Source: an optimization exercise on an open RTL-to-GDS flow (aim: small area). Production flows keep margins and buffers that such runs may drop.
In this exercise RTL edits were held to simulation tests only and were not proved equivalent to the original.

== build 63 ==
Design dns_name_label_encoder, start of the top module:
module dns_name_label_encoder (
  input  logic        clk,
  input  logic        rst_n,
  input  logic        in_valid,
  output logic        in_ready,
  input  logic        in_mode,
  input  logic [7:0]  in_char_code,
  output logic        out_valid,
  input  logic        out_ready,
  output logic [7:0]  out_byte,
  output logic        out_last_of_run,
  output logic [15:0] out_encoded_length,
  output logic        out_label_overflow
);
For scale: roughly 810 cells after synthesis, about 41 I/O pins, about 0.013 mm2 of cells after synthesis.
==> flow/config.mk <==
export PLATFORM = sky130hd
export DESIGN_NAME = dns_name_label_encoder
export DESIGN_NICKNAME = dns_name_label_encoder
export VERILOG_FILES = /design/flow/design.v
export SDC_FILE = /design/flow/constraint.sdc
export NUM_CORES = 4
export LEC_CHECK = 0
export CAP_MARGIN = 20
export CORE_MARGIN = 2
export CORE_UTILIZATION = 60
export CTS_BUF_LIST = sky130_fd_sc_hd__clkbuf_8
export CTS_CLUSTER_DIAMETER = 60
export CTS_CLUSTER_SIZE = 20
export SLEW_MARGIN = 20
==> flow/constraint.sdc <==
create_clock -name core_clock -period 5.5 [get_ports {clk}]
set_input_delay 1.1000 -clock core_clock [delete_from_list [all_inputs] [get_ports {clk}]]
set_output_delay 1.1000 -clock core_clock [all_outputs]
set_load 0.01 [all_outputs]
run.sh (not shown) runs the stock make flow with config.mk's settings and CLKGATE_MAP_FILE= SYNTH_SCRIPT=/design/flow/synth_recipe.tcl, a recipe that flattens the netlist after the stock synthesis.
No stage failed in build 63, and the final checks on the layout all came back clean.
Input changes introduced in build 18 (baseline for comparison: build 63):
Settings: CTS_CLUSTER_DIAMETER: 60 -> unset; CTS_BUF_LIST: sky130_fd_sc_hd__clkbuf_8 -> unset; CORE_UTILIZATION: 60 -> 75; CTS_CLUSTER_SIZE: 20 -> unset.
==> flow/flow/run.sh (new file) <==
#!/bin/bash
# Layout flow: the standard ORFS layout (standard.sh), with these changes
# passed to ORFS through its own variables:
#  - synthesis maps logic with an area-oriented ABC script (abc_area.script
#    here) in place of ORFS's speed script; the synthesis script is
#    otherwise the standard flow's synth_recipe.tcl unchanged, so registers and names are
#    those of the standard synthesis;
#  - clock tree synthesis without dummy loads, with clkbuf_8 buffers and sink
#    clusters of at most 20 flip-flops (CTS_ARGS);
#  - port buffers of the smallest buffer cell (BUFFER_PORTS_ARGS).
# Each tool's full output is kept in the ORFS logs under orfs/logs, and the
# make output in flow_make.log here.
set -euo pipefail
here=$(pwd)
{
  printf 'proc abc {args} {\n'
  printf '  set i [lsearch $args -script]\n'
  printf '  if {$i >= 0} { lset args [expr {$i + 1}] %s/flow/abc_area.script }\n' "$here"
  printf '  yosys abc {*}$args\n'
  printf '}\n'
  cat synth_recipe.tcl
} > own_synth.tcl
sed -E "s#SYNTH_SCRIPT=[^ ]+#SYNTH_SCRIPT=$here/own_synth.tcl#" standard.sh > own_standard.sh
grep -q "SYNTH_SCRIPT=$here/own_synth.tcl" own_standard.sh
export CTS_ARGS="-sink_clustering_enable -repair_clock_nets -dont_use_dummy_load -sink_clustering_size 20 -sink_clustering_max_diameter 60 -buf_list sky130_fd_sc_hd__clkbuf_8"
export BUFFER_PORTS_ARGS="-buffer_cell sky130_fd_sc_hd__buf_1"
bash own_standard.sh > flow_make.log 2>&1
==> flow/flow/abc_area.script (new file) <==
strash
dch -f
map -a
strash
dch -f
map -a
strash
dch -f
map -a
topo
==> flow/standard.sh (new file) <==
#!/bin/bash
# synth_recipe.tcl (not shown) runs the flow's synth.tcl, then flattens the netlist and writes it again
# the make line also repeats each setting of config.mk as NAME=value (left out here)
make -C /OpenROAD-flow-scripts/flow DESIGN_CONFIG=/design/flow/config.mk WORK_HOME=/design/flow/orfs CLKGATE_MAP_FILE= SYNTH_SCRIPT=/design/flow/synth_recipe.tcl "${@:-finish}"
removed: flow/run.sh
Findings:
- Diff build 63 -> build 18: number of detailed-routing iterations run before antenna repair rose 2, layout overhead on the synthesized area fell 2.3 points.
- Going from build 63 to build 18, worst setup slack shrinks by 0.44 ns.
- Launching instance or port of the critical path = in_char_code[4]: build 63; launching instance or port of the critical path = in_char_code[5]: build 18
- After synthesis and placement, the instance count of build 18 is below that of build 63.
- Of build 63 and build 18, the run reporting the higher share of layout cells above drive strength 1 was build 63.
- Build 18 has wire length on met3 above what build 63 had.
What build 36 does differently from build 18 at the input level:
Settings: CORE_UTILIZATION: 75 -> 60.
--- a/flow/flow/run.sh
+++ b/flow/flow/run.sh
@@ -25 +25 @@
-export CTS_ARGS="-sink_clustering_enable -repair_clock_nets -dont_use_dummy_load -sink_clustering_size 20 -sink_clustering_max_diameter 60 -buf_list sky130_fd_sc_hd__clkbuf_8"
+export CTS_ARGS="-sink_clustering_enable -repair_clock_nets -dont_use_dummy_load -sink_clustering_size 30 -sink_clustering_max_diameter 60 -buf_list sky130_fd_sc_hd__clkbuf_16"
Results
Share of final-layout standard cells stronger than drive strength 1 in build 36 is 0.64 points lower than in build 18. Compared with build 18, build 36 shows a core utilization that is 16 points lower. Build 18 -> build 36: maximum frequency increased by more than 10%. Comparing global placer's final weighted congestion for build 36 and build 18, the bigger number came from build 18. Between build 36 and build 18, it is build 36 whose final-layout clock buffer total is lower, by 6. Build 36: post-layout worst setup margin is 0.44 ns higher than what build 18 reported.
## Diff of input files: build 42 against build 36
Settings: changing CORE_UTILIZATION from 60 to 80.
--- a/flow/flow/run.sh
+++ b/flow/flow/run.sh
@@ -25 +25 @@
-export CTS_ARGS="-sink_clustering_enable -repair_clock_nets -dont_use_dummy_load -sink_clustering_size 30 -sink_clustering_max_diameter 60 -buf_list sky130_fd_sc_hd__clkbuf_16"
+export CTS_ARGS="-sink_clustering_enable -repair_clock_nets -dont_use_dummy_load -sink_clustering_size 24 -sink_clustering_max_diameter 50 -buf_list sky130_fd_sc_hd__clkbuf_8"
Results
The log for build 42 ends in detailed placement with error DPL-0033, so the run never completed.
As far as post-synthesis adder-cell area fraction goes, build 42 and build 36 are indistinguishable; the numbers are identical.
As far as portion of the post-synthesis area used by sequential elements goes, build 36 and build 42 are indistinguishable; the numbers are identical.
Diff build 36..build 42 | number of synthesized flops with an enable pin | unchanged
Diff build 42..build 36 | synthesized cell count | unchanged
Die outline width in build 42 vs build 36: down 13%
Re count of unique library cells instantiated by Yosys: no difference whatsoever between build 36 and build 42.
Build 42: half-perimeter wire length after placement 43% above build 36
Going from build 36 to build 42, initial standard-cell utilization of the core climbed 21 points, number of buffers added on ports level, floorplan die height now sits lower, count of standard-cell rows shows a reduction of about 13%.

[what the ideal ports hide]
The flow's constraints put no driver on any port. The routed layouts listed below were extracted and timed again, unchanged, in two steps.
Step 1 assumes that a clkbuf_16 drives the clock port and a buf_2 every other input.
Step 2 moves the port delays by t, midway between the first and last clock arrival at a register: inputs arrive t later, outputs are due t later. That takes back most of the time a late clock gives input paths.
Slacks: ideal / step 1 / step 2; pairs: ideal / step 1.
| run | shift t [ns] | setup slack, ns | hold slack, ns | worst data-port slew with drivers (ns) |
|---|---|---|---|---|
| build 63 | 0.612 | 1.160 / 1.139 / 1.139 | 0.317 / 0.317 / 0.317 | 0.08 |
| build 18 | 0.613 | 0.722 / 0.741 / 0.128 | 0.284 / 0.284 / 0.284 | 0.04 |
| build 36 | 0.559 | 1.166 / 1.176 / 0.616 | 0.305 / 0.305 / 0.305 | 0.04 |
After both steps setup and hold are still met in every run listed. For build 18, which loses most, drivers alone change the setup slack by +0.019 ns; drivers and shift together by -0.594 ns.
